From an optimization exercise on the open Yosys and OpenROAD flow, aimed at a short achievable clock period and few clock cycles per item; shortcuts taken in it are not production practice.
In this exercise RTL edits were held to simulation tests only and were not proved equivalent to the original.
The flow treats the clock pin as an ideal source. Dropping or thinning the clock tree relies on that and would not hold on a real chip.
Power and IR drop assume default switching activity.

run 1:
// axi_wr_slave
module axi_wr_slave (
    input  wire logic                  clk,
    input  wire logic                  rst_n,
    input  wire axi_wr_pkg::aw_cmd_t   aw,
    input  wire logic                  aw_valid,
    output logic                       aw_ready,
    input  wire axi_wr_pkg::w_beat_t   w,
    input  wire logic                  w_valid,
    output logic                       w_ready,
    output axi_wr_pkg::b_resp_t        b,
    output logic                       b_valid,
    input  wire logic                  b_ready,
    output axi_wr_pkg::mem_wr_t        mem,
    output logic                       mem_we,
    input  wire logic                  mem_ready
);
clock: 5.5 ns
lec_check: 0
abc_clock_period_in_ps: 1800
cap_margin: 20
core_margin: 2
core_utilization: 55
gpl_timing_driven: 1
place_density: 0.55
setup_slack_margin: 3.6
slew_margin: 20
standard.sh (not shown) runs the stock make flow with config.mk's settings and CLKGATE_MAP_FILE= SYNTH_SCRIPT=/design/flow/synth_recipe.tcl, a recipe that flattens the netlist after the stock synthesis.
==> flow/flow/run.sh <==
#!/bin/bash
# Standard synthesis and layout with three changes:
# - the clock tree: the clock port feeds four first-level clock buffers,
#   each feeding a share of 24 leaf buffers placed at the centres of
#   flip-flop clusters, so every flip-flop sees two clock buffers
#   (balanced, lower insertion delay than the stock H-tree);
# - sizing may change a cell's footprint (MATCH_CELL_FOOTPRINT=0);
# - port buffering and timing repair do not use delay cells (nodly.tcl).
# Each step's full output goes to a log of its own here.
set -euo pipefail
here=$(pwd)
nd="$here/flow/nodly.tcl"
hooks=(MATCH_CELL_FOOTPRINT=0 PRE_FLOORPLAN_TCL="$nd" PRE_GLOBAL_PLACE_TCL="$nd"
       PRE_RESIZE_TCL="$nd" PRE_REPAIR_TIMING_POST_PLACE_TCL="$nd" PRE_DETAIL_PLACE_TCL="$nd"
       PRE_GLOBAL_ROUTE_TCL="$nd" PRE_DETAIL_ROUTE_TCL="$nd")
bash standard.sh synth > "$here/log_1_synth.log" 2>&1
bash standard.sh "${hooks[@]}" floorplan place > "$here/log_2_place.log" 2>&1
bash standard.sh "${hooks[@]}" PRE_CTS_TCL="$here/flow/cts_tree.tcl" cts > "$here/log_3_cts.log" 2>&1
bash standard.sh "${hooks[@]}" finish > "$here/log_4_finish.log" 2>&1
==> flow/flow/cts_tree.tcl <==
# Manual two-level clock tree: the clock port feeds NROOT first-level
# buffers, each feeding its share of NLEAF leaf buffers, each leaf feeding
# a cluster of flip-flop clock pins (k-means on pin location).
proc kmeans {pts k iters} {
  # pts: list of {x y}; returns list of cluster index per point and centroids
  set n [llength $pts]
  set cents {}
  # seed: sort by x then pick evenly spaced
  set sorted [lsort -real -index 0 $pts]
  for {set i 0} {$i < $k} {incr i} { lappend cents [lindex $sorted [expr {int(($i + 0.5) * $n / $k)}]] }
  set asg [lrepeat $n 0]
  for {set it 0} {$it < $iters} {incr it} {
    set asg {}
    foreach p $pts {
      lassign $p x y
      set best 0; set bd 1e18; set ci 0
      foreach c $cents { lassign $c cx cy; set d [expr {($x-$cx)*($x-$cx)+($y-$cy)*($y-$cy)}]; if {$d < $bd} {set bd $d; set best $ci}; incr ci }
      lappend asg $best
    }
    set sx [lrepeat $k 0.0]; set sy [lrepeat $k 0.0]; set sn [lrepeat $k 0]
    foreach p $pts a $asg { lassign $p x y; lset sx $a [expr {[lindex $sx $a]+$x}]; lset sy $a [expr {[lindex $sy $a]+$y}]; lset sn $a [expr {[lindex $sn $a]+1}] }
    set nc {}
    for {set i 0} {$i < $k} {incr i} { if {[lindex $sn $i] > 0} { lappend nc [list [expr {[lindex $sx $i]/[lindex $sn $i]}] [expr {[lindex $sy $i]/[lindex $sn $i]}]] } else { lappend nc [lindex $cents $i] } }
    set cents $nc
  }
  return [list $asg $cents]
}

proc build_tree {nroot nleaf bufname} {
  set block [ord::get_db_block]
  set master [[ord::get_db] findMaster $bufname]
  set clknet [$block findNet clk]
  # sinks
  set sinks {}; set pts {}
  foreach it [$clknet getITerms] {
    set inst [$it getInst]
    if {[[$inst getMaster] isSequential] || [string match "*df*" [[$inst getMaster] getName]]} {
      lassign [$inst getLocation] x y
      lappend sinks $it; lappend pts [list $x $y]
    }
  }
  puts "sinks [llength $sinks]"
  # About 18 flip-flops per leaf buffer at most
  set nleaf [expr {max($nleaf, ([llength $sinks] + 17) / 18)}]
  puts "leaf buffers $nleaf"
  lassign [kmeans $pts $nleaf 20] asg cents
  # leaf buffers
  set leaves {}
  for {set i 0} {$i < $nleaf} {incr i} {
    set b [odb::dbInst_create $block $master "clkleaf_$i"]
    set n [odb::dbNet_create $block "clknet_leaf_$i"]
    $n setSigType CLOCK
    lassign [lindex $cents $i] cx cy
    $b setLocation [expr {int($cx)}] [expr {int($cy)}]
    $b setPlacementStatus PLACED
    [$b findITerm X] connect $n
    lappend leaves $b
  }
  foreach it $sinks a $asg { $it disconnect; $it connect [$block findNet "clknet_leaf_$a"] }
  # first level: cluster the leaves
  set lpts {}
  foreach c $cents { lappend lpts $c }
  lassign [kmeans $lpts $nroot 20] rasg rcents
  for {set r 0} {$r < $nroot} {incr r} {
    set b [odb::dbInst_create $block $master "clkroot_$r"]
    set n [odb::dbNet_create $block "clknet_root_$r"]
    $n setSigType CLOCK
    lassign [lindex $rcents $r] cx cy
    $b setLocation [expr {int($cx)}] [expr {int($cy)}]
    $b setPlacementStatus PLACED
    [$b findITerm X] connect $n
    [$b findITerm A] connect $clknet
  }
  foreach l $leaves a $rasg { [$l findITerm A] connect [$block findNet "clknet_root_$a"] }
  $clknet setSigType CLOCK
}

# Run from cts.tcl's PRE_CTS hook: build the tree here and leave
# clock_tree_synthesis with nothing to do. The rest of the CTS step
# (legalisation, timing repair, checks) runs as usual.
source [file join [file dirname [info script]] nodly.tcl]
source [file join [file dirname [info script]] outfix.tcl]
fix_outputs sky130_fd_sc_hd__buf_4 sky130_fd_sc_hd__buf_2
build_tree 4 24 sky130_fd_sc_hd__clkbuf_16
rename clock_tree_synthesis ""
proc clock_tree_synthesis {args} { puts "manual clock tree in place; clock_tree_synthesis skipped" }
==> flow/flow/outfix.tcl <==
# For each output port: the port buffer, and the flip-flop that drives it.
proc out_pairs {} {
  set block [ord::get_db_block]
  set pairs {}
  foreach bt [$block getBTerms] {
    if {[$bt getIoType] ne "OUTPUT"} continue
    set net [$bt getNet]
    set drv ""
    foreach it [$net getITerms] { if {[$it isOutputSignal]} { set drv $it } }
    if {$drv eq ""} continue
    set buf [$drv getInst]
    set ain ""
    foreach it [$buf getITerms] { if {[$it isInputSignal]} { set ain $it } }
    if {$ain eq ""} continue
    set ff ""
    foreach it [[$ain getNet] getITerms] { if {[$it isOutputSignal]} { set ff [$it getInst] } }
    if {$ff eq "" || ![[$ff getMaster] isSequential]} continue
    lappend pairs [list $buf $ff $ain]
  }
  return $pairs
}

# Move each output flip-flop next to its port buffer, give the port buffer
# more drive, and hang the flip-flop's other loads off a buffer of their own
# so the flip-flop output sees only the port buffer and that one buffer.
proc fix_outputs {bufcell splitcell} {
  set block [ord::get_db_block]
  set db [ord::get_db]
  set bm [$db findMaster $bufcell]
  set sm [$db findMaster $splitcell]
  set n 0; set s 0
  foreach p [out_pairs] {
    lassign $p buf ff ain
    lassign [$buf getLocation] x y
    $ff setLocation $x $y
    if {$bufcell ne ""} { $buf swapMaster $bm }
    set qnet [$ain getNet]
    set others {}
    foreach it [$qnet getITerms] {
      if {[$it isInputSignal] && [$it getInst] ne $buf} { lappend others $it }
    }
    if {[llength $others] > 0} {
      # A wide internal fanout gets a strong buffer
      set m [expr {[llength $others] > 4 ? [$db findMaster sky130_fd_sc_hd__buf_12] : $sm}]
      set sb [odb::dbInst_create $block $m "outsplit_$s"]
      set sn [odb::dbNet_create $block "outsplit_net_$s"]
      $sb setLocation $x $y
      $sb setPlacementStatus PLACED
      foreach it $others { $it disconnect; $it connect $sn }
      foreach it [$sb getITerms] {
        if {[$it isInputSignal]} { $it connect $qnet }
        if {[$it isOutputSignal]} { $it connect $sn }
      }
      incr s
    }
    incr n
  }
  puts "fixed $n output flip-flops, split $s"
}
Other scripts of this flow, unchanged in this note and not shown: flow/flow/nodly.tcl
Testbench counts of run 1, summed over its fixed seeds: cycles 14,376, beats 13,386.
> inputs changed (run 1 -> run 2)
-- flow/flow/cts_tree.tcl --
<<< run 1, line 29
>>> run 2, line 29
# Capacity-limited k-means: no cluster gets more than cap points.
proc balanced_kmeans {pts k iters cap} {
  lassign [kmeans $pts $k $iters] asg cents
  set n [llength $pts]
  for {set it 0} {$it < $iters} {incr it} {
    set pairs {}
    set i 0
    foreach p $pts {
      lassign $p x y
      set ci 0
      foreach c $cents {
        lassign $c cx cy
        lappend pairs [list [expr {abs($x-$cx)+abs($y-$cy)}] $i $ci]
        incr ci
      }
      incr i
    }
    set pairs [lsort -real -index 0 $pairs]
    set asg [lrepeat $n -1]
    set cnt [lrepeat $k 0]
    foreach pr $pairs {
      lassign $pr d i ci
      if {[lindex $asg $i] >= 0 || [lindex $cnt $ci] >= $cap} continue
      lset asg $i $ci
      lset cnt $ci [expr {[lindex $cnt $ci] + 1}]
    }
    set sx [lrepeat $k 0.0]; set sy [lrepeat $k 0.0]; set sn [lrepeat $k 0]
    foreach p $pts a $asg { lassign $p x y; lset sx $a [expr {[lindex $sx $a]+$x}]; lset sy $a [expr {[lindex $sy $a]+$y}]; lset sn $a [expr {[lindex $sn $a]+1}] }
    set nc {}
    for {set c 0} {$c < $k} {incr c} { if {[lindex $sn $c] > 0} { lappend nc [list [expr {[lindex $sx $c]/[lindex $sn $c]}] [expr {[lindex $sy $c]/[lindex $sn $c]}]] } else { lappend nc [lindex $cents $c] } }
    set cents $nc
  }
  return [list $asg $cents]
}

<<< run 1, line 46
  lassign [kmeans $pts $nleaf 20] asg cents
>>> run 2, line 81
  set cap [expr {([llength $sinks] + $nleaf - 1) / $nleaf + 1}]
  lassign [balanced_kmeans $pts $nleaf 8 $cap] asg cents
<<< run 1, line 63
  lassign [kmeans $lpts $nroot 20] rasg rcents
>>> run 2, line 99
  set rcap [expr {($nleaf + $nroot - 1) / $nroot}]
  lassign [balanced_kmeans $lpts $nroot 8 $rcap] rasg rcents
<<< run 1, line 84
build_tree 4 24 sky130_fd_sc_hd__clkbuf_16
>>> run 2, line 121
build_tree 4 32 sky130_fd_sc_hd__clkbuf_16
[summary]
Looking only at share of power burned in registers, and setting everything else aside, the lower value of run 2 and run 1 goes to run 2.
Lower total power consumption of the routed design was reported by run 1, not run 2.
Diff run 1 -> run 2: register cell area after layout level, die area level, die outline height level.
Capture point of the worst path: b_valid -> run 2, mem_we -> run 1
Run 2 and run 1 ended up with roughly the same wire length of the first global-routing pass.
Changes in run 3 relative to run 2:
-- flow/flow/cts_tree.tcl --
<<< run 2, line 29
# Capacity-limited k-means: no cluster gets more than cap points.
proc balanced_kmeans {pts k iters cap} {
  lassign [kmeans $pts $k $iters] asg cents
  set n [llength $pts]
  for {set it 0} {$it < $iters} {incr it} {
    set pairs {}
    set i 0
    foreach p $pts {
      lassign $p x y
      set ci 0
      foreach c $cents {
        lassign $c cx cy
        lappend pairs [list [expr {abs($x-$cx)+abs($y-$cy)}] $i $ci]
        incr ci
      }
      incr i
    }
    set pairs [lsort -real -index 0 $pairs]
    set asg [lrepeat $n -1]
    set cnt [lrepeat $k 0]
    foreach pr $pairs {
      lassign $pr d i ci
      if {[lindex $asg $i] >= 0 || [lindex $cnt $ci] >= $cap} continue
      lset asg $i $ci
      lset cnt $ci [expr {[lindex $cnt $ci] + 1}]
    }
    set sx [lrepeat $k 0.0]; set sy [lrepeat $k 0.0]; set sn [lrepeat $k 0]
    foreach p $pts a $asg { lassign $p x y; lset sx $a [expr {[lindex $sx $a]+$x}]; lset sy $a [expr {[lindex $sy $a]+$y}]; lset sn $a [expr {[lindex $sn $a]+1}] }
    set nc {}
    for {set c 0} {$c < $k} {incr c} { if {[lindex $sn $c] > 0} { lappend nc [list [expr {[lindex $sx $c]/[lindex $sn $c]}] [expr {[lindex $sy $c]/[lindex $sn $c]}]] } else { lappend nc [lindex $cents $c] } }
    set cents $nc
  }
  return [list $asg $cents]
}

>>> run 3, line 29
<<< run 2, line 78
  # About 18 flip-flops per leaf buffer at most
  set nleaf [expr {max($nleaf, ([llength $sinks] + 17) / 18)}]
  puts "leaf buffers $nleaf"
  set cap [expr {([llength $sinks] + $nleaf - 1) / $nleaf + 1}]
  lassign [balanced_kmeans $pts $nleaf 8 $cap] asg cents
>>> run 3, line 43
  lassign [kmeans $pts $nleaf 20] asg cents
<<< run 2, line 99
  set rcap [expr {($nleaf + $nroot - 1) / $nroot}]
  lassign [balanced_kmeans $lpts $nroot 8 $rcap] rasg rcents
>>> run 3, line 60
  lassign [kmeans $lpts $nroot 20] rasg rcents
<<< run 2, line 121
build_tree 4 32 sky130_fd_sc_hd__clkbuf_16
>>> run 3, line 81
build_tree 4 24 sky130_fd_sc_hd__clkbuf_16
-- flow/flow/outfix.tcl --
<<< run 2, line 43
      # A wide internal fanout gets a strong buffer
      set m [expr {[llength $others] > 4 ? [$db findMaster sky130_fd_sc_hd__buf_12] : $sm}]
      set sb [odb::dbInst_create $block $m "outsplit_$s"]
>>> run 3, line 43
      set sb [odb::dbInst_create $block $sm "outsplit_$s"]
Notes after the runs:
Run 3: flow completed, timing, DRC and antenna clean
Run 3: area of the multi-input gates is 0.47% lower than what run 2 reported.
In run 3 the global-route wire length before repair turned out 0.93% lower than in run 2.
Run 2 and run 3 ended up with roughly the same number of nets with antenna violations after routing.
Run comparison: run 3 end of the critical path mem_we; run 2 end of the critical path b_valid
Going from run 2 to run 3, clock network power has decreased; wire length on met2 up 100 um; met1 usage in global routing was more or less identical; clock share of power decreased 1.6 points.
Post-CTS clock slew at the launch and capture registers of the worst setup and hold paths, run 2 and run 3: higher on run 3
Post-layout utilization of the core came out lower on run 3 than on run 2.
Run 3: flop-to-flop setup slack 20 ps above run 2
Status: routed wire length parity (run 2, run 3)
> inputs changed (run 3 -> run 4)
-- flow/flow/run.sh --
<<< run 3, line 2
# Standard synthesis and layout with three changes:
>>> run 4, line 2
# Standard synthesis and layout with these changes (cts_tree.tcl runs
# in place of clock_tree_synthesis, from the CTS step's PRE hook):
<<< run 3, line 4
#   each feeding a share of 24 leaf buffers placed at the centres of
#   flip-flop clusters, so every flip-flop sees two clock buffers
#   (balanced, lower insertion delay than the stock H-tree);
>>> run 4, line 5
#   each feeding a share of at least 32 leaf buffers placed at the centres
#   of equal-sized flip-flop clusters, so every flip-flop sees exactly two
#   clock buffers (balanced, lower insertion delay than the stock H-tree);
# - each flip-flop that drives an output port is placed by that port's
#   buffer, the buffer is sized up, and the flip-flop's other loads hang
#   off a buffer of their own (outfix.tcl);
-- flow/flow/cts_tree.tcl --
<<< run 3, line 29
>>> run 4, line 29
# Capacity-limited k-means: no cluster gets more than cap points.
proc balanced_kmeans {pts k iters cap} {
  lassign [kmeans $pts $k $iters] asg cents
  set n [llength $pts]
  for {set it 0} {$it < $iters} {incr it} {
    set pairs {}
    set i 0
    foreach p $pts {
      lassign $p x y
      set ci 0
      foreach c $cents {
        lassign $c cx cy
        lappend pairs [list [expr {abs($x-$cx)+abs($y-$cy)}] $i $ci]
        incr ci
      }
      incr i
    }
    set pairs [lsort -real -index 0 $pairs]
    set asg [lrepeat $n -1]
    set cnt [lrepeat $k 0]
    foreach pr $pairs {
      lassign $pr d i ci
      if {[lindex $asg $i] >= 0 || [lindex $cnt $ci] >= $cap} continue
      lset asg $i $ci
      lset cnt $ci [expr {[lindex $cnt $ci] + 1}]
    }
    set sx [lrepeat $k 0.0]; set sy [lrepeat $k 0.0]; set sn [lrepeat $k 0]
    foreach p $pts a $asg { lassign $p x y; lset sx $a [expr {[lindex $sx $a]+$x}]; lset sy $a [expr {[lindex $sy $a]+$y}]; lset sn $a [expr {[lindex $sn $a]+1}] }
    set nc {}
    for {set c 0} {$c < $k} {incr c} { if {[lindex $sn $c] > 0} { lappend nc [list [expr {[lindex $sx $c]/[lindex $sn $c]}] [expr {[lindex $sy $c]/[lindex $sn $c]}]] } else { lappend nc [lindex $cents $c] } }
    set cents $nc
  }
  return [list $asg $cents]
}

<<< run 3, line 43
  lassign [kmeans $pts $nleaf 20] asg cents
>>> run 4, line 78
  # About 18 flip-flops per leaf buffer at most
  set nleaf [expr {max($nleaf, ([llength $sinks] + 17) / 18)}]
  puts "leaf buffers $nleaf"
  set cap [expr {([llength $sinks] + $nleaf - 1) / $nleaf + 1}]
  lassign [balanced_kmeans $pts $nleaf 8 $cap] asg cents
<<< run 3, line 60
  lassign [kmeans $lpts $nroot 20] rasg rcents
>>> run 4, line 99
  set rcap [expr {($nleaf + $nroot - 1) / $nroot}]
  lassign [balanced_kmeans $lpts $nroot 8 $rcap] rasg rcents
<<< run 3, line 81
build_tree 4 24 sky130_fd_sc_hd__clkbuf_16
>>> run 4, line 121
build_tree 4 32 sky130_fd_sc_hd__clkbuf_16
-- flow/flow/outfix.tcl --
<<< run 3, line 43
      set sb [odb::dbInst_create $block $sm "outsplit_$s"]
>>> run 4, line 43
      # A wide internal fanout gets a strong buffer
      set m [expr {[llength $others] > 4 ? [$db findMaster sky130_fd_sc_hd__buf_12] : $sm}]
      set sb [odb::dbInst_create $block $m "outsplit_$s"]
Findings:
Having completed the whole flow, run 4 delivered a layout that passed the timing, design-rule and antenna checks. The overall routing resource usage was comparable across run 4 and run 3. From run 3 to run 4, count of flip-flops and latches did not move at all. Reported for run 4 and run 3, setup slack after placement turned out identical to the last digit. Cmp run 4 and run 3 / sequential share of cell area / higher: run 3. Run 4 -> run 3: via count flat. On met3 usage, run 3 tracks run 4 almost exactly. When the final numbers for run 4 and run 3 were put side by side, the combinational power turned out to be greater in run 3. [compare] base=run 3 new=run 4: final worst hold slack up 30 ps, switching power share of the total went down by 0.53 points.
Modified inputs, run 5 compared to run 4
-- flow/flow/run.sh --
<<< run 4, line 2
# Standard synthesis and layout with these changes (cts_tree.tcl runs
# in place of clock_tree_synthesis, from the CTS step's PRE hook):
>>> run 5, line 2
# Standard synthesis and layout with three changes:
<<< run 4, line 5
#   each feeding a share of at least 32 leaf buffers placed at the centres
#   of equal-sized flip-flop clusters, so every flip-flop sees exactly two
#   clock buffers (balanced, lower insertion delay than the stock H-tree);
# - each flip-flop that drives an output port is placed by that port's
#   buffer, the buffer is sized up, and the flip-flop's other loads hang
#   off a buffer of their own (outfix.tcl);
>>> run 5, line 4
#   each feeding a share of 24 leaf buffers placed at the centres of
#   flip-flop clusters, so every flip-flop sees two clock buffers
#   (balanced, lower insertion delay than the stock H-tree);
-- flow/flow/cts_tree.tcl --
<<< run 4, line 120
>>> run 5, line 120
pin_pull
-- flow/flow/outfix.tcl --
<<< run 4, line 60
>>> run 5, line 60

# Move each output port buffer into the core next to its pin, and its
# flip-flop with it (fix_outputs then puts the flip-flop by the buffer
# again); legalisation settles them into free sites.
proc pin_pull {} {
  set block [ord::get_db_block]
  set core [$block getCoreArea]
  set cx0 [$core xMin]; set cy0 [$core yMin]; set cx1 [$core xMax]; set cy1 [$core yMax]
  foreach p [out_pairs] {
    lassign $p buf ff ain
    set bt ""
    foreach it [[[$buf findITerm X] getNet] getBTerms] { set bt $it }
    set bb [$bt getBBox]
    set px [expr {([$bb xMin] + [$bb xMax]) / 2}]
    set py [expr {([$bb yMin] + [$bb yMax]) / 2}]
    set x [expr {min(max($px, $cx0), $cx1 - 5000)}]
    set y [expr {min(max($py, $cy0), $cy1 - 3000)}]
    $buf setLocation $x $y
    $ff setLocation $x $y
  }
}
==> notes.md <==
Run 5 against run 4: power lower, total detailed-routing wirelength increased by 450 um relative to the old numbers, antenna cell count lost 2, core utilization has decreased, layout overhead on the synthesized area fell by 2.0 points. Time the worst path needs with I/O delays and setup deteriorates in run 5 relative to run 4. Delta (run 5 minus run 4): register area barely changed, final critical-path share of the clock period moved up.
No run of this note takes its clock network from TritonCTS; it comes from the design's own scripts or RTL.

-- port drivers added, routing unchanged --
In the flow no input, the clock included, has a driving cell. The finished layouts below were timed again as built, in two steps.
Step 1: set_driving_cell puts a clkbuf_16 on clk and a buf_2 on each other input, an assumption about the parent block.
Step 2 also shifts input and output timing later by t, the mid clock arrival at the registers, as if the neighbouring blocks saw the same clock.
Slacks: no drivers / after step 1 / after step 2; pairs: no drivers / after step 1.
run	t (ns)	setup WS [ns]	worst setup path after step 2	worst slew at a driven data input, ns
run 1	0.474	3.525 / 3.400 / 3.291	input to register	0.09
run 2	0.477	3.535 / 3.418 / 3.219	input to register	0.09
run 3	0.462	3.492 / 3.385 / 3.248	input to register	0.10
run 4	0.477	3.535 / 3.418 / 3.219	input to register	0.09
run 5	0.473	3.498 / 3.380 / 3.188	input to register	0.11
After both steps setup and hold are still met in every run listed.
